This is an optimization exercise on Yosys and OpenROAD, whose aim is small area and a short achievable clock period, not a production implementation.
Only simulation tests tie the RTL to the original design; equivalence was not proved.
No activity file was given, so power comes from the tool's default toggle rates.

==> flow/design.v <==
package lsu_pkg;
	typedef enum logic [3:0] {
		LSU_LB  = 4'b0000,  
		LSU_LH  = 4'b0001,  
		LSU_LW  = 4'b0010,  
		LSU_LBU = 4'b0100,  
		LSU_LHU = 4'b0101,  
		LSU_SB  = 4'b1000,
		LSU_SH  = 4'b1001,
		LSU_SW  = 4'b1010
	} lsu_op_e;
	typedef enum logic [1:0] {
		FAULT_NONE  = 2'd0,
		FAULT_RANGE = 2'd1,  
		FAULT_ALIGN = 2'd2   
	} lsu_fault_e;
endpackage
`timescale 1ns/1ns
import lsu_pkg::*;
module lsu_access_check
(
	input  logic                 req_i,      
	input  logic [3:0]           op_i,
	input  logic [32-1:0] addr_i,
	input  logic [32-1:0] wdata_i,
	output logic [1:0]           fault_o,    
	output logic                 wr_o,       
	output logic [3:0]           wr_be_o,    
	output logic [32-1:0] wr_data_o,  
	output logic [3:0]           c_l_o,      
	output logic                 c_h0_o,     
	output logic                 c_h2_o,     
	output logic [3:0]           c_sb_o,     
	output logic                 c_s15_o,    
	output logic                 c_s31_o,    
	output logic                 c_w_o       
);
	logic is_b, is_h, is_st;
	logic mis_align, in_range, clean;
	logic ld_b, ld_bs, ld_h, ld_hs, ld_w;
	logic [3:0] off_1h;
	logic [1:0] off;
	assign off = addr_i[1:0];
	assign off_1h = 4'b0001 << off;
	assign is_b  = (op_i == LSU_LB) || (op_i == LSU_LBU) || (op_i == LSU_SB);
	assign is_h  = (op_i == LSU_LH) || (op_i == LSU_LHU) || (op_i == LSU_SH);
	assign is_st = (op_i == LSU_SB) || (op_i == LSU_SH) || (op_i == LSU_SW);
	assign mis_align = is_h ? off[0] : (!is_b && (off != 2'b00));
	assign in_range = (addr_i[32-1:10] == (32'h0100_0000 >> 10));
	assign fault_o = mis_align ? FAULT_ALIGN : (in_range ? FAULT_NONE : FAULT_RANGE);
	assign wr_o = req_i && is_st && !mis_align && in_range;
	always_comb begin
		if (is_b)      wr_be_o = off_1h;
		else if (is_h) wr_be_o = off[1] ? 4'b1100 : 4'b0011;
		else           wr_be_o = 4'b1111;
	end
	assign wr_data_o[7:0]   = wdata_i[7:0];
	assign wr_data_o[15:8]  = is_b ? wdata_i[7:0] : wdata_i[15:8];
	assign wr_data_o[23:16] = (is_b || is_h) ? wdata_i[7:0] : wdata_i[23:16];
	assign wr_data_o[31:24] = is_b ? wdata_i[7:0] : (is_h ? wdata_i[15:8] : wdata_i[31:24]);
	assign clean = req_i && !mis_align && in_range;
	assign ld_bs = clean && (op_i == LSU_LB);
	assign ld_b  = clean && ((op_i == LSU_LB) || (op_i == LSU_LBU));
	assign ld_hs = clean && (op_i == LSU_LH);
	assign ld_h  = clean && ((op_i == LSU_LH) || (op_i == LSU_LHU));
	assign ld_w  = clean && (op_i == LSU_LW);
	assign c_l_o[0] = ld_w || ((ld_b || ld_h) && off_1h[0]);
	assign c_l_o[1] = ld_b && off_1h[1];
	assign c_l_o[2] = (ld_b || ld_h) && off_1h[2];
	assign c_l_o[3] = ld_b && off_1h[3];
	assign c_h0_o   = ld_w || (ld_h && off_1h[0]);
	assign c_h2_o   = ld_h && off_1h[2];
	assign c_sb_o   = {4{ld_bs}} & off_1h;
	assign c_s15_o  = (ld_bs && off_1h[1]) || (ld_hs && off_1h[0]);
	assign c_s31_o  = (ld_bs && off_1h[3]) || (ld_hs && off_1h[2]);
	assign c_w_o    = ld_w;
endmodule
`timescale 1ns/1ns
module lsu_g_aoi222 (
	input  logic a1, a2, b1, b2, c1, c2,
	output logic y
);
	assign y = !((a1 && a2) || (b1 && b2) || (c1 && c2));
endmodule
module lsu_g_aoi22 (
	input  logic a1, a2, b1, b2,
	output logic y
);
	assign y = !((a1 && a2) || (b1 && b2));
endmodule
module lsu_g_ao22 (
	input  logic a1, a2, b1, b2,
	output logic y
);
	assign y = (a1 && a2) || (b1 && b2);
endmodule
module lsu_g_or2 (
	input  logic a, b,
	output logic y
);
	assign y = a || b;
endmodule
module lsu_g_ao21 (
	input  logic a1, a2, b1,
	output logic y
);
	assign y = (a1 && a2) || b1;
endmodule
module lsu_g_oai21 (
	input  logic a1, a2, b1,
	output logic y
);
	assign y = !((a1 || a2) && b1);
endmodule
module lsu_g_nand2 (
	input  logic a, b,
	output logic y
);
	assign y = !(a && b);
endmodule
module lsu_g_nand3 (
	input  logic a, b, c,
	output logic y
);
	assign y = !(a && b && c);
endmodule
module lsu_g_nand4 (
	input  logic a, b, c, d,
	output logic y
);
	assign y = !(a && b && c && d);
endmodule
module lsu_g_nor2 (
	input  logic a, b,
	output logic y
);
	assign y = !(a || b);
endmodule
module lsu_g_oai41 (
	input  logic a1, a2, a3, a4, b1,
	output logic y
);
	assign y = !((a1 || a2 || a3 || a4) && b1);
endmodule
module lsu_g_and2 (
	input  logic a, b,
	output logic y
);
	assign y = a && b;
endmodule
module lsu_g_and4 (
	input  logic a, b, c, d,
	output logic y
);
	assign y = a && b && c && d;
endmodule
module lsu_pre4 (
	input  logic [1:0] a_i,
	output logic [3:0] y_o
);
	assign y_o = 4'b1 << a_i;
endmodule
module lsu_dec16 (
	input  logic [3:0]  p0_i,   
	input  logic [3:0]  p1_i,   
	output logic [15:0] y_o
);
	for (genvar k = 0; k < 16; k++) begin : g_k
		lsu_g_and2 u_a (.a(p0_i[k % 4]), .b(p1_i[k / 4]), .y(y_o[k]));
	end
endmodule
module lsu_dec16n (
	input  logic [3:0]  p0_i,
	input  logic [3:0]  p1_i,
	output logic [15:0] y_no
);
	for (genvar k = 0; k < 16; k++) begin : g_k
		lsu_g_nand2 u_a (.a(p0_i[k % 4]), .b(p1_i[k / 4]), .y(y_no[k]));
	end
endmodule
module lsu_rd_grp (
	input  logic        hi_i,   
	input  logic [15:0] lo_i,   
	input  logic [15:0] d_i,
	output logic        y_no
);
	logic [7:0] p_n;
	logic [1:0] s;
	for (genvar g = 0; g < 8; g++) begin : g_aoi
		lsu_g_aoi22 u_aoi (
			.a1 (lo_i[2*g]),     .a2 (d_i[2*g]),
			.b1 (lo_i[2*g + 1]), .b2 (d_i[2*g + 1]),
			.y  (p_n[g])
		);
	end
	lsu_g_nand4 u_s0 (.a(p_n[0]), .b(p_n[1]), .c(p_n[2]), .d(p_n[3]), .y(s[0]));
	lsu_g_nand4 u_s1 (.a(p_n[4]), .b(p_n[5]), .c(p_n[6]), .d(p_n[7]), .y(s[1]));
	lsu_g_oai21 u_sel (.a1(s[0]), .a2(s[1]), .b1(hi_i), .y(y_no));
endmodule
module lsu_data_ram (
	input  logic [15:0]               hi_i,
	input  logic [15:0]               lo_i,
	input  logic [(1024 / 4)-1:0] d_i,   
	output logic [3:0]                q_o
);
	logic [15:0] g_n;
	for (genvar h = 0; h < 16; h++) begin : g_grp
		lsu_rd_grp u_grp (
			.hi_i (hi_i[h]),
			.lo_i (lo_i),
			.d_i  (d_i[16*h +: 16]),
			.y_no (g_n[h])
		);
	end
	for (genvar i = 0; i < 4; i++) begin : g_n4
		lsu_g_nand4 u_n4 (.a(g_n[4*i]), .b(g_n[4*i + 1]), .c(g_n[4*i + 2]), .d(g_n[4*i + 3]), .y(q_o[i]));
	end
endmodule
`timescale 1ns/1ns
module lsu_response
(
	input  logic [4*32-1:0] w_i,       
	input  logic [3:0]           c_l_i,
	input  logic                 c_h0_i,
	input  logic                 c_h2_i,
	input  logic [3:0]           c_sb_i,
	input  logic                 c_s15_i,
	input  logic                 c_s31_i,
	input  logic                 c_w_i,
	output logic [7:0]           b0_o,        
	output logic [7:0]           b1_o,        
	output logic [15:0]          b2_o,        
	output logic [1:0]           s8_o,        
	output logic [3:0]           s16_o        
);
	logic [32-1:0] w;
	for (genvar j = 0; j < 32; j++) begin : g_w
		logic [1:0] h_n;
		lsu_g_nor2  u_h0 (.a(w_i[4*j]),     .b(w_i[4*j + 1]), .y(h_n[0]));
		lsu_g_nor2  u_h1 (.a(w_i[4*j + 2]), .b(w_i[4*j + 3]), .y(h_n[1]));
		lsu_g_nand2 u_w  (.a(h_n[0]),       .b(h_n[1]),       .y(w[j]));
	end
	logic sa_n, sb_n, sc_n, sd_n;
	lsu_g_aoi22 u_sa (.a1(c_sb_i[0]), .a2(w[7]),  .b1(c_sb_i[1]), .b2(w[15]), .y(sa_n));
	lsu_g_aoi22 u_sb (.a1(c_sb_i[2]), .a2(w[23]), .b1(c_sb_i[3]), .b2(w[31]), .y(sb_n));
	lsu_g_aoi22 u_sc (.a1(c_sb_i[0]), .a2(w[7]),  .b1(c_s15_i),   .b2(w[15]), .y(sc_n));
	lsu_g_aoi22 u_sd (.a1(c_sb_i[2]), .a2(w[23]), .b1(c_s31_i),   .b2(w[31]), .y(sd_n));
	for (genvar i = 0; i < 2; i++) begin : g_s8
		lsu_g_nand2 u_s (.a(sa_n), .b(sb_n), .y(s8_o[i]));
	end
	for (genvar i = 0; i < 4; i++) begin : g_s16
		lsu_g_nand2 u_s (.a(sc_n), .b(sd_n), .y(s16_o[i]));
	end
	for (genvar k = 0; k < 8; k++) begin : g_b0
		logic x_n, y_n;
		lsu_g_aoi22 u_x (.a1(c_l_i[0]), .a2(w[k]),      .b1(c_l_i[1]), .b2(w[8 + k]),  .y(x_n));
		lsu_g_aoi22 u_y (.a1(c_l_i[2]), .a2(w[16 + k]), .b1(c_l_i[3]), .b2(w[24 + k]), .y(y_n));
		lsu_g_nand2 u_o (.a(x_n), .b(y_n), .y(b0_o[k]));
	end
	for (genvar k = 8; k < 16; k++) begin : g_b1
		lsu_g_ao22 u_x (.a1(c_h0_i), .a2(w[k]), .b1(c_h2_i), .b2(w[k + 16]), .y(b1_o[k - 8]));
	end
	for (genvar k = 16; k < 32; k++) begin : g_b2
		lsu_g_and2 u_x (.a(c_w_i), .b(w[k]), .y(b2_o[k - 16]));
	end
endmodule
`timescale 1ns/1ns
import lsu_pkg::*;
module load_store_unit
(
	input  logic                 clk,
	input  logic                 arst_n_i,
	input  logic                 req_i,         
	input  logic [3:0]           op_i,
	input  logic [32-1:0] addr_i,
	input  logic [32-1:0] wdata_i,
	output logic                 resp_valid_o,  
	output logic [1:0]           resp_fault_o,
	output logic [32-1:0] resp_rdata_o
);
	localparam int NW = (1024 / 4);
	logic                 req;       
	logic [1:0]           fault;
	logic                 wr;
	logic [3:0]           wr_be;
	logic [32-1:0] wr_data;
	logic [3:0]           c_l, c_sb;
	logic                 c_h0, c_h2, c_s15, c_s31, c_w;
	logic [4*32-1:0] rd_word;  
	assign req = req_i && arst_n_i;
	lsu_access_check u_check (
		.req_i     (req),
		.op_i      (op_i),
		.addr_i    (addr_i),
		.wdata_i   (wdata_i),
		.fault_o   (fault),
		.wr_o      (wr),
		.wr_be_o   (wr_be),
		.wr_data_o (wr_data),
		.c_l_o     (c_l),
		.c_h0_o    (c_h0),
		.c_h2_o    (c_h2),
		.c_sb_o    (c_sb),
		.c_s15_o   (c_s15),
		.c_s31_o   (c_s31),
		.c_w_o     (c_w)
	);
	logic [32-1:0] mem [0:NW-1];
	logic [15:0]          dec_hi;
	logic [15:0]          wg_n [0:3];   
	logic [15:0]          wlo_n [0:3];  
	logic [NW-1:0]        we [0:3];     
	logic [3:0] pre [0:3];
	for (genvar i = 0; i < 4; i++) begin : g_pre
		lsu_pre4 u_pre (.a_i(addr_i[2*i + 3 -: 2]), .y_o(pre[i]));
	end
	assign dec_hi = 16'b1 << addr_i[9:6];
	for (genvar b = 0; b < 4; b++) begin : g_wdec
		lsu_dec16n u_lo (.p0_i(pre[0]), .p1_i(pre[1]), .y_no(wlo_n[b]));
		assign wg_n[b] = ~(dec_hi & {16{wr && wr_be[b]}});
	end
	for (genvar w = 0; w < NW; w++) begin : g_word
		for (genvar b = 0; b < 4; b++) begin : g_lane
			lsu_g_nor2 u_we (.a(wg_n[b][w / 16]), .b(wlo_n[b][w % 16]), .y(we[b][w]));
			always_ff @(posedge clk) begin
				if (we[b][w]) begin
					mem[w][8*b +: 8] <= wr_data[8*b +: 8];
				end
			end
		end
	end
	logic [15:0] rd_hi [0:3];
	logic [15:0] rd_lo [0:3];
	for (genvar b = 0; b < 4; b++) begin : g_dec
		lsu_dec16 u_hi (.p0_i(pre[2]), .p1_i(pre[3]), .y_o(rd_hi[b]));
		lsu_dec16 u_lo (.p0_i(pre[0]), .p1_i(pre[1]), .y_o(rd_lo[b]));
	end
	for (genvar j = 0; j < 32; j++) begin : g_rd
		logic [NW-1:0] col;
		for (genvar w = 0; w < NW; w++) begin : g_col
			assign col[w] = mem[w][j];
		end
		lsu_data_ram u_rd (
			.hi_i (rd_hi[j / 8]),
			.lo_i (rd_lo[j / 8]),
			.d_i  (col),
			.q_o  (rd_word[4*j +: 4])
		);
	end
	logic [7:0]  b0, b1;
	logic [15:0] b2;
	logic [1:0]  s8;
	logic [3:0]  s16;
	lsu_response u_fmt (
		.w_i    (rd_word),
		.c_l_i  (c_l),
		.c_h0_i (c_h0),
		.c_h2_i (c_h2),
		.c_sb_i (c_sb),
		.c_s15_i(c_s15),
		.c_s31_i(c_s31),
		.c_w_i  (c_w),
		.b0_o   (b0),
		.b1_o   (b1),
		.b2_o   (b2),
		.s8_o   (s8),
		.s16_o  (s16)
	);
	logic [7:0]  rd_b0_q;
	logic [7:0]  rd_b1_q;
	logic [15:0] rd_b2_q;
	logic [1:0]  rd_s8_q;
	logic [3:0]  rd_s16_q;
	always_ff @(posedge clk or negedge arst_n_i) begin
		if (!arst_n_i) begin
			resp_valid_o <= 1'b0;
			resp_fault_o <= FAULT_NONE;
			rd_b0_q      <= '0;
			rd_b1_q      <= '0;
			rd_b2_q      <= '0;
			rd_s8_q      <= '0;
			rd_s16_q     <= '0;
		end else begin
			resp_valid_o <= req;
			resp_fault_o <= req ? fault : FAULT_NONE;
			rd_b0_q      <= b0;
			rd_b1_q      <= b1;
			rd_b2_q      <= b2;
			rd_s8_q      <= s8;
			rd_s16_q     <= s16;
		end
	end
	assign resp_rdata_o[7:0] = rd_b0_q;
	for (genvar k = 0; k < 8; k++) begin : g_o1
		lsu_g_or2 u_o (.a(rd_b1_q[k]), .b(rd_s8_q[k / 4]), .y(resp_rdata_o[8 + k]));
	end
	for (genvar k = 0; k < 16; k++) begin : g_o2
		lsu_g_or2 u_o (.a(rd_b2_q[k]), .b(rd_s16_q[k / 4]), .y(resp_rdata_o[16 + k]));
	end
endmodule
==> flow/flow/run.sh <==
#!/bin/bash
# Own layout flow: the standard flow (standard.sh: the standard
# synthesis, floorplan, power grid and tap cells, placement, CTS, routing),
# with two Tcl hooks around global placement:
#  - flow/place_mem.tcl, before it: sizes the synthesized gates down to
#    their smallest drive and places the flip-flop memory, its read gates and
#    its write-enable gates as a regular array (FIRM during global placement);
#  - flow/unfix.tcl, after it: makes those cells movable again for the later
#    steps (sizing, legalization, CTS, routing).
# MEMPL_PITCH sets the sites per bit column of the array. Port buffers are
# buf_4. All output goes to standard.log here and to ORFS's own per-step logs
# under orfs/logs.
set -euo pipefail
work=$(pwd)
export MEMPL_PITCH=35
bash standard.sh \
  "PRE_GLOBAL_PLACE_SKIP_IO_TCL=$work/flow/place_mem.tcl" \
  "POST_GLOBAL_PLACE_TCL=$work/flow/unfix.tcl" \
  "BUFFER_PORTS_ARGS=-buffer_cell sky130_fd_sc_hd__buf_4" \
  REMOVE_ABC_BUFFERS=1 \
  finish > "$work/standard.log" 2>&1
==> flow/flow/place_mem.tcl <==
# Run before global placement. Sizes the synthesized gates down to their
# smallest drive (timing repair sizes up what needs it), then places the
# flip-flop memory as a regular array of tiles, FIRM during global placement
# only. Tile (h, b) holds words 16h..16h+15 of byte lane b: 16 rows, one word
# per row, and eight bit columns of MEMPL_PITCH sites: a flip-flop and, to its
# right, the read and write-enable gates of that bit. The tiles of a lane
# form two tile columns of eight tiles; lanes 0 and 1 lie in the upper half,
# lanes 2 and 3 in the lower half, with a band between. Cells go to the free
# sites nearest their intended place, around the tap cells.

global block rows rx0 ry0 tech_site_w row_h occ placed taps ARR_X0 ARR_Y0 PITCH CH_ROWS MID_ROWS
set db [ord::get_db]
set block [ord::get_db_block]
set tech_site_w 460
set row_h 2720

proc pget {name def} { if {[info exists ::env($name)]} { return $::env($name) } ; return $def }
set ARR_X0   [pget MEMPL_X0 30]      ;# first site of the array
set ARR_Y0   [pget MEMPL_Y0 2]       ;# first row of the array
set PITCH    [pget MEMPL_PITCH 35]   ;# sites per bit column
set CH_ROWS  [pget MEMPL_CH 2]       ;# channel rows after each tile row
set MID_ROWS [pget MEMPL_MID 14]     ;# rows of the middle band, after tile row 7

# Smallest drive for every gate synthesis sized up in isolation
set nsw 0
foreach inst [$block getInsts] {
  set m [[$inst getMaster] getName]
  if {[regexp {^(sky130_fd_sc_hd__(a|o|nand|nor|and|or|inv|buf|mux|xor|xnor|clkbuf)[a-z0-9]*)_([2-9]|1[0-9])$} $m -> base]} {
    set nm [$db findMaster ${base}_1]
    if {$nm != "NULL" && $nm != ""} { $inst swapMaster $nm; incr nsw }
  }
}
puts "place_mem: $nsw gates sized down"

set rows [$block getRows]
set row0 [lindex $rows 0]
set rx0 [lindex [$row0 getOrigin] 0]
set ry0 [lindex [$row0 getOrigin] 1]

# Occupied sites, starting with the taps
array set occ {}
foreach inst [$block getInsts] {
  if {[string match "TAP_*" [$inst getName]]} {
    set loc [$inst getLocation]
    set ri [expr {([lindex $loc 1] - $ry0) / $row_h}]
    set si [expr {([lindex $loc 0] - $rx0) / $tech_site_w}]
    set occ($ri,$si) 1
  }
}

proc sites_of {inst} {
  global tech_site_w
  return [expr {[[$inst getMaster] getWidth] / $tech_site_w}]
}

# Place inst in row ri at the free span nearest to site (rightwards first)
array set placed {}
proc place_near {inst ri site {maxd 60}} {
  global occ placed rows rx0 ry0 tech_site_w row_h
  if {[info exists placed([$inst getName])]} { return 1 }
  set w [sites_of $inst]
  for {set d 0} {$d <= $maxd} {incr d} {
    foreach s [list [expr {$site + $d}] [expr {$site - $d}]] {
      if {$s < 0} continue
      set ok 1
      for {set x $s} {$x < $s + $w} {incr x} { if {[info exists occ($ri,$x)]} { set ok 0; break } }
      if {!$ok} continue
      $inst setOrient [[lindex $rows $ri] getOrient]
      $inst setLocation [expr {$rx0 + $s * $tech_site_w}] [expr {$ry0 + $ri * $row_h}]
      $inst setPlacementStatus FIRM
      for {set x $s} {$x < $s + $w} {incr x} { set occ($ri,$x) 1 }
      set placed([$inst getName]) 1
      return 1
    }
  }
  return 0
}

# Tile row t of group h in lane b, its first row, and a tile's first site
proc tile_t {h b} { return [expr {($b < 2 ? 8 : 0) + $h / 2}] }
proc row_first_t {t} {
  global ARR_Y0 CH_ROWS MID_ROWS
  set r [expr {$ARR_Y0 + $t * (16 + $CH_ROWS)}]
  if {$t >= 8} { set r [expr {$r + $MID_ROWS}] }
  return $r
}
proc tile_x {h b} {
  global ARR_X0 PITCH
  return [expr {$ARR_X0 + (2 * ($b % 2) + ($h % 2)) * 8 * $PITCH}]
}

proc out_sinks {inst} {
  set out {}
  foreach it [$inst getITerms] {
    if {![$it isOutputSignal]} continue
    set net [$it getNet]
    if {$net == "NULL" || $net == ""} continue
    foreach s [$net getITerms] {
      if {[$s isInputSignal]} { lappend out [$s getInst] }
    }
  }
  return $out
}
proc driver_of {inst pin} {
  set net [[$inst findITerm $pin] getNet]
  foreach s [$net getITerms] {
    if {[$s isOutputSignal]} { return [$s getInst] }
  }
  return ""
}

array set ff {}
foreach inst [$block getInsts] {
  if {[regexp {^mem\\?\[(\d+)\\?\]\\?\[(\d+)\\?\]} [$inst getName] -> w j]} {
    set ff($w,$j) $inst
  }
}
puts "place_mem: [array size ff] memory flip-flops"

# Flip-flops: word row r of the tile, bit column j%8
set nff 0
for {set w 0} {$w < 256} {incr w} {
  for {set j 0} {$j < 32} {incr j} {
    set h [expr {$w / 16}]; set r [expr {$w % 16}]; set b [expr {$j / 8}]
    set ri [expr {[row_first_t [tile_t $h $b]] + $r}]
    set x [expr {[tile_x $h $b] + ($j % 8) * $PITCH}]
    if {[place_near $ff($w,$j) $ri $x 30]} { incr nff }
    set ffx($w,$j) $x
  }
}
puts "place_mem: $nff flip-flops placed"

# Read gates of bit j in group h, right of the bit's flip-flops: the AND-OR
# gate of word pair i in row 2i, the NAND of pairs 0..3 in row 3, of pairs
# 4..7 in row 11, the group select in row 7.
set nrd 0; set nmiss 0
for {set h 0} {$h < 16} {incr h} {
  for {set j 0} {$j < 32} {incr j} {
    set b [expr {$j / 8}]
    set base [row_first_t [tile_t $h $b]]
    set x [expr {[tile_x $h $b] + ($j % 8) * $PITCH + 24}]
    set n4 {}
    for {set i 0} {$i < 8} {incr i} {
      set snk [out_sinks $ff([expr {16 * $h + 2 * $i}],$j)]
      if {[llength $snk] != 1} { incr nmiss; continue }
      set aoi [lindex $snk 0]
      if {[place_near $aoi [expr {$base + 2 * $i}] $x 25]} { incr nrd } else { incr nmiss }
      set s2 [out_sinks $aoi]
      if {[llength $s2] == 1 && [lsearch -exact $n4 [lindex $s2 0]] < 0} { lappend n4 [lindex $s2 0] }
    }
    set k 0
    set sel {}
    foreach x4 $n4 {
      if {[place_near $x4 [expr {$base + ($k == 0 ? 3 : 11)}] $x 25]} { incr nrd } else { incr nmiss }
      foreach y [out_sinks $x4] { if {[lsearch -exact $sel $y] < 0} { lappend sel $y } }
      incr k
    }
    foreach y $sel {
      if {[place_near $y [expr {$base + 7}] $x 25]} { incr nrd } else { incr nmiss }
      set grp_sel($h,$j) $y
    }
  }
}
puts "place_mem: $nrd read gates placed, $nmiss not placed"

# Quarter gates: bit j of words 64i..64i+63 is the NAND of four group
# outputs, in the 2x2 tiles of lane j/8 holding groups 4i..4i+3. Each gets
# full drive and sits in the channel rows at the centre of those tiles.
set big4 [$db findMaster sky130_fd_sc_hd__nand4_4]
set nq 0
for {set j 0} {$j < 32} {incr j} {
  set b [expr {$j / 8}]; set k [expr {$j % 8}]
  for {set i 0} {$i < 4} {incr i} {
    if {![info exists grp_sel([expr {4 * $i}],$j)]} continue
    set q ""
    foreach y [out_sinks $grp_sel([expr {4 * $i}],$j)] {
      if {[string match "*nand4*" [[$y getMaster] getName]]} { set q $y }
    }
    if {$q == ""} continue
    $q swapMaster $big4
    set t0 [tile_t [expr {4 * $i}] $b]
    set ri [expr {[row_first_t $t0] + 16 + ($k / 4)}]
    set x [expr {[tile_x [expr {4 * $i + 1}] $b] + (($k % 4) - 2) * 18}]
    if {[place_near $q $ri $x 120]} { incr nq }
  }
}
puts "place_mem: $nq quarter gates placed"

# Write enables: the driver of each byte's enable, when it drives only that
# byte, at drive 2, in its word's row near the middle of the tile; its net is
# kept whole.
set nen 0
for {set w 0} {$w < 256} {incr w} {
  for {set b 0} {$b < 4} {incr b} {
    set d [driver_of $ff($w,[expr {8 * $b}]) DE]
    if {$d == ""} continue
    if {[llength [out_sinks $d]] > 8} continue
    if {[regexp {^(sky130_fd_sc_hd__[a-z0-9]+)_\d+$} [[$d getMaster] getName] -> base]} {
      set m2 [$db findMaster ${base}_2]
      if {$m2 != "NULL" && $m2 != ""} { $d swapMaster $m2 }
    }
    foreach it [$d getITerms] {
      if {[$it isOutputSignal]} { [$it getNet] setDoNotTouch 1 }
    }
    set h [expr {$w / 16}]; set r [expr {$w % 16}]
    set ri [expr {[row_first_t [tile_t $h $b]] + $r}]
    set x [expr {[tile_x $h $b] + 3 * $PITCH + 24}]
    if {[place_near $d $ri $x [expr {3 * $PITCH}]]} { incr nen }
  }
}
puts "place_mem: $nen write-enable gates placed"
==> flow/flow/unfix.tcl <==
# Run after global placement: the cells place_mem.tcl fixed become movable
# again for sizing, legalization and CTS.
set db [ord::get_db]
set n 0
foreach inst [[ord::get_db_block] getInsts] {
  if {[$inst getPlacementStatus] eq "FIRM" && ![string match "TAP_*" [$inst getName]]} {
    $inst setPlacementStatus PLACED
    incr n
  }
}
puts "unfix: $n cells"

==> flow/standard.sh <==
#!/bin/bash
# synth_recipe.tcl (not shown) runs the flow's synth.tcl, then flattens the netlist and writes it again
# the make line also repeats each setting of config.mk as NAME=value (left out here)
make -C /OpenROAD-flow-scripts/flow DESIGN_CONFIG=/design/flow/config.mk WORK_HOME=/design/flow/orfs CLKGATE_MAP_FILE= SYNTH_SCRIPT=/design/flow/synth_recipe.tcl "${@:-finish}"
==> flow/config.mk <==
export PLATFORM = sky130hd
export DESIGN_NAME = load_store_unit
export DESIGN_NICKNAME = load_store_unit
export VERILOG_FILES = /design/flow/design.v
export SDC_FILE = /design/flow/constraint.sdc
export NUM_CORES = 8
export LEC_CHECK = 0
export CAP_MARGIN = 20
export CORE_AREA = 2.3 2.72 545.1 835.04
export CTS_CLUSTER_DIAMETER = 55
export CTS_CLUSTER_SIZE = 28
export DIE_AREA = 0 0 547.4 837.76
export SETUP_SLACK_MARGIN = 2.0
export SLEW_MARGIN = 20
export SYNTH_HIERARCHICAL = 1
export SYNTH_MEMORY_MAX_BITS = 16384
export TNS_END_PERCENT = 5
==> flow/constraint.sdc <==
create_clock -name core_clock -period 5.0 [get_ports {clk}]
set_input_delay 1.0000 -clock core_clock [delete_from_list [all_inputs] [get_ports {clk}]]
set_output_delay 1.0000 -clock core_clock [all_outputs]
set_load 0.01 [all_outputs]
==> out/results.ini <==
[run_status]
outcome = no timing/DRC/antenna violations

[synthesis]
synth.ff_latch_count = 8233
post_syn_area_sq_um = 315000
synth_edf_count = 8192
yosysSeqAreaShare_pct = 78.3
async_set_or_reset_register_ratio_after_synthesis_pct = 0.498
post_synth_num_cell_types = 45
synth.yosys.warnings = 17
dominantRegCellSynth = edfxtp_1
post_synthesis_area_per_instance_sq_um = 20.2
post_syn_instances = 15600

[timing]
finalHoldViolCount = 0
slew-limit-headroom_pct = 3.25
setup_viol_count_final = 0
rsz0062_at_grt = true
finalClockSkew_ns = 0.0575
timing.setup.tns_ns = 0
fraction_of_the_cycle_the_final_worst_path_needs_pct = 64.2
period_needed_ns = 3.21
slew_at_the_pin_with_the_worst_max_slew_slack_ns = 1.45
fmax_ghz = 0.311
timing.final.max_slew_violations = 0
hold-worst-slack_ns = 0.0702

[floorplanning]
floorplan.rows = 306
die_width_um = 547
chipHeight_um = 838
io_pins = 106
dieArea_sq_um = 459000
fp.coreArea_sq_um = 452000
initial_utilization_pct = 69.8

[power_and_ir_drop]
power.leakage_uw = 0.0985
max_ir_drop_vdd_mv = 0.346
pwr_density_cell_nw_per_um2 = 353

[final_layout]
finalNetCount = 17100
multi_input_comb_area_sq_um = 57300
fillers = 23800
layout-drive-gt1-share_pct = 18.4
areaGrowthSynthToFinish_pct = 5.90
stdcell_count = 23300
sequential_cell_area_sq_um = 247000

[clock_tree]
cts-buffers-inserted = 384
clock_insertion_delay_worst_skew_ns = 1.09
holdBufCountCts = 0
htree_levels = 5
clk_root_buffer_cell = clkbuf_16
cts-root-to-sink-buffers = 4
clkSlewWorstSetupHoldPaths_ns = 0.09
cts_num_sinks = 8233
tritoncts = yes

[worst_setup_path]
cp-start-kind = primary input
worstPathMaxFanout = 16
cpMaxStageDelayCell = nand2_2
crit_top_cell = buf_4
cp_cell_sequence = buf_6 > and2b_4 > buf_4 > buf_12 > buf_4 > nand2_2 > nor2_2
critical-path-top-delay-family = simple AND/OR/NAND/NOR gates
worst-endpoint-arrival_ns = 3.90
worst_setup_slack_for_register_to_register_paths_ns = 2.57
crit_type = in2reg
critical-path-max-stage-delay_ns = 0.80
crit_path_end_kind = flip-flop
worst_ep_required_time_ns = 5.69
critPathBufInv = 4

[global_route]
grt_antenna_before_repair = 50
track_usage_pct = 34.1
met2_usage_pct = 41.0
grt_max_degree = 257
gr-usage-met1_pct = 57.5
grt_first_pass_wirelength_um = 1090000
grt-ovfl-total = 0
grt-busiest-layer = met1
grt.met3_usage_pct = 10.7
first_global_vias = 136000

[route]
post_drt_wl_per_cell_um = 34.2
routed_via_density = 6.98
initialDrtViolationCount = 34200
postRouteAntennaNets = 0
route.detailed.drc = 0
count_of_tritonroute_iterations_in_the_first_routing_pass = 19
wirelength_um = 797000
num_vias = 163000

[placement]
numPlacedInstances = 22300
dp.final_hpwl_um = 493000
port_buffers = 105

[job]
maxCapViolations = 0

[min_path]
worst_hold_path_type = in2async

==> final timing paths <==
| kind | startpoint | endpoint | cells after the start |
|---|---|---|---|
| worst max-delay path | addr_i[5] | mem[213][6] | 7 |
| worst min-delay path | arst_n_i | resp_fault_o[0] | 2 |
| worst max register to register | mem[182][3] | rd_b0_q[3] | 8 |
| worst min register to register | mem[27][0] | rd_b0_q[0] | 8 |
| max in group asynchronous | arst_n_i | rd_s16_q[0] | 2 |
| min in group core_clock | req_i | resp_fault_o[1] | 2 |
==> power breakdown <==
part | switching, uW | internal (uW) | total (uW)
clock network | 20800 | 15400 | 36200
logic | 4120 | 1370 | 5480
registers | 0.417 | 76300 | 76300
==> layout make-up <==
class | instances | area share [%]
Antenna cell | 64 | 0.0480
Clock buffer | 418 | 2.96
Clock inverter | 188 | 0.695
Inverter | 5 | 0.00562
Multi-Input combinational cell | 7449 | 17.2
Sequential cell | 8233 | 74.0
Tap cell | 6006 | 2.25
Timing Repair Buffer | 951 | 2.92
==> per-layer routing <==
metal	vias up	wire length (um)	share of wire (%)
li1	70200	-	-
met5	-	213	0.027
met4	30	39400	4.9
met2	15200	295000	37
met3	1658	144000	18
met1	75600	319000	40
==> placed cells by master, fill, tap and decap left out, types with 9 or more instances in the layout <==
cell           n
nand4_4      128
nand4_1     1025
nand2_2       57
inv_6         31
or2_1         24
clkbuf_1      27
nor2_2       538
inv_12        18
and2_4       105
clkinv_1      20
nand2_1      111
clkinv_4      16
diode_2       64
nor2_1        53
inv_16        11
buf_4        733
a21oi_4        9
inv_8         26
o21ai_2      155
nand2_4       12
edfxtp_1    8192
buf_12       180
mux2i_1        9
clkbuf_16    390
and2_2        57
mux2_8        16
bufinv_16      9
a22oi_1     4112
and2_1        82
o21ai_4       40
clkinv_2       9
clkinvlp_4    11
o21ai_1      319
clkinv_8      35
buf_6         17
dfrtp_1       40
nor2_4       515
==> logic make-up after synthesis <==
kind of cell           synth area share [%]
AO/OA/AOI/OAI                          17.2
XOR/XNOR                            0.00278
buffers and inverters                0.0663
flip-flops                             78.3
multiplexers                         0.0857
AND/OR/NAND/NOR                        4.32
==> repair_timing <==
action / in CTS / in global routing
gates cloned: 96 / 5
setup endpoints to repair: 8238 / 8205
pin swaps: 59 / 27
resized for setup: 622 / 249
buffers inserted: 180 / 15
==> metrics by stage <==
step | setup WS (ns) | utilization [%] | area (sq um) | total power [uW]
after floorplan | -5.71 | - | 315000 | 81100
after global placement | 0.0786 | 69.6 | 315000 | 82500
after detailed placement | 0.0244 | 69.6 | 315000 | 82600
after CTS | 1.83 | 73.5 | 332000 | 118000
after global routing | 1.80 | 73.9 | 334000 | 121000
final | 1.79 | 73.9 | 334000 | 118000
==> sequential cells by signal, summed over array words and instances, names as in the netlist <==
register      flops
rd_b1_q           8
rd_b2_q          16
rd_s16_q          4
rd_s8_q           2
resp_fault_o      2
mem            8192
resp_valid_o      1
rd_b0_q           8
==> Yosys stat by module, one instance, submodules excluded, a selection <==
module           copies in the design  cells
lsu_g_and2                        144      1
lsu_g_ao22                          8      1
lsu_g_nand2                       110      1
lsu_g_nand4                      1152      1
load_store_unit                     1   8330
lsu_pre4                            4      4
lsu_g_aoi22                      4116      1
lsu_g_oai21                       512      1
lsu_g_nor2                       1088      1
==> synth_stat cells (2+ instances only) <==
library cell,n,share of area (%)
inv_1,5,0.0060
mux2_2,16,0.057
and2_2,4,0.0095
clkbuf_1,2,0.0024
buf_2,5,0.0079
and4b_2,3,0.011
a22oi_2,4116,16
nor3b_1,2,0.0048
a22o_1,8,0.022
nor2b_1,8,0.016
nor3_1,3,0.0048
nand4b_1,2,0.0056
and2_1,147,0.29
and4bb_2,2,0.0079
edfxtp_1,8192,78
and4_4,3,0.011
mux2i_1,9,0.029
and4bb_4,2,0.010
a21oi_1,10,0.016
nand4_1,1153,2.3
and3_1,2,0.0040
and4_1,2,0.0056
buf_4,16,0.038
o21ai_0,4,0.0063
nor2_1,1104,1.3
buf_6,3,0.011
nand3_1,4,0.0063
and4b_4,5,0.022
o21ai_1,512,0.81
or2_1,24,0.048
nor4_1,12,0.024
dfrtp_1,41,0.33
and2b_2,4,0.011
nand2_1,180,0.21

## what the ideal ports hide
No port has a modelled driver above. Below, the same layout with a new extraction and two added sets of constraints.
Step 1 (the two cells are an assumption about what drives the block):
set clk [get_ports {clk}]
set_driving_cell -lib_cell sky130_fd_sc_hd__clkbuf_16 $clk
set_driving_cell -lib_cell sky130_fd_sc_hd__buf_2 [delete_from_list [all_inputs] $clk]
Step 2 times the ports against the registers' clock, not the clock port: input delays grow and output delays shrink by t, the midpoint of the rising clock arrivals with the driver on.
a / b / c = ideal ports / drivers / drivers and shift; a / b = the first two.
t, ns: 1.175
setup slack, ns: 1.789 / 1.700 / 0.525
worst hold slack (ns): 0.070 / -0.013 / 1.032
latest minus earliest clock arrival (ns): 0.061 / 0.061
After both steps this run still meets setup and hold. The setup slack of this run moves by -0.089 ns with the drivers and by -1.264 ns with both steps.
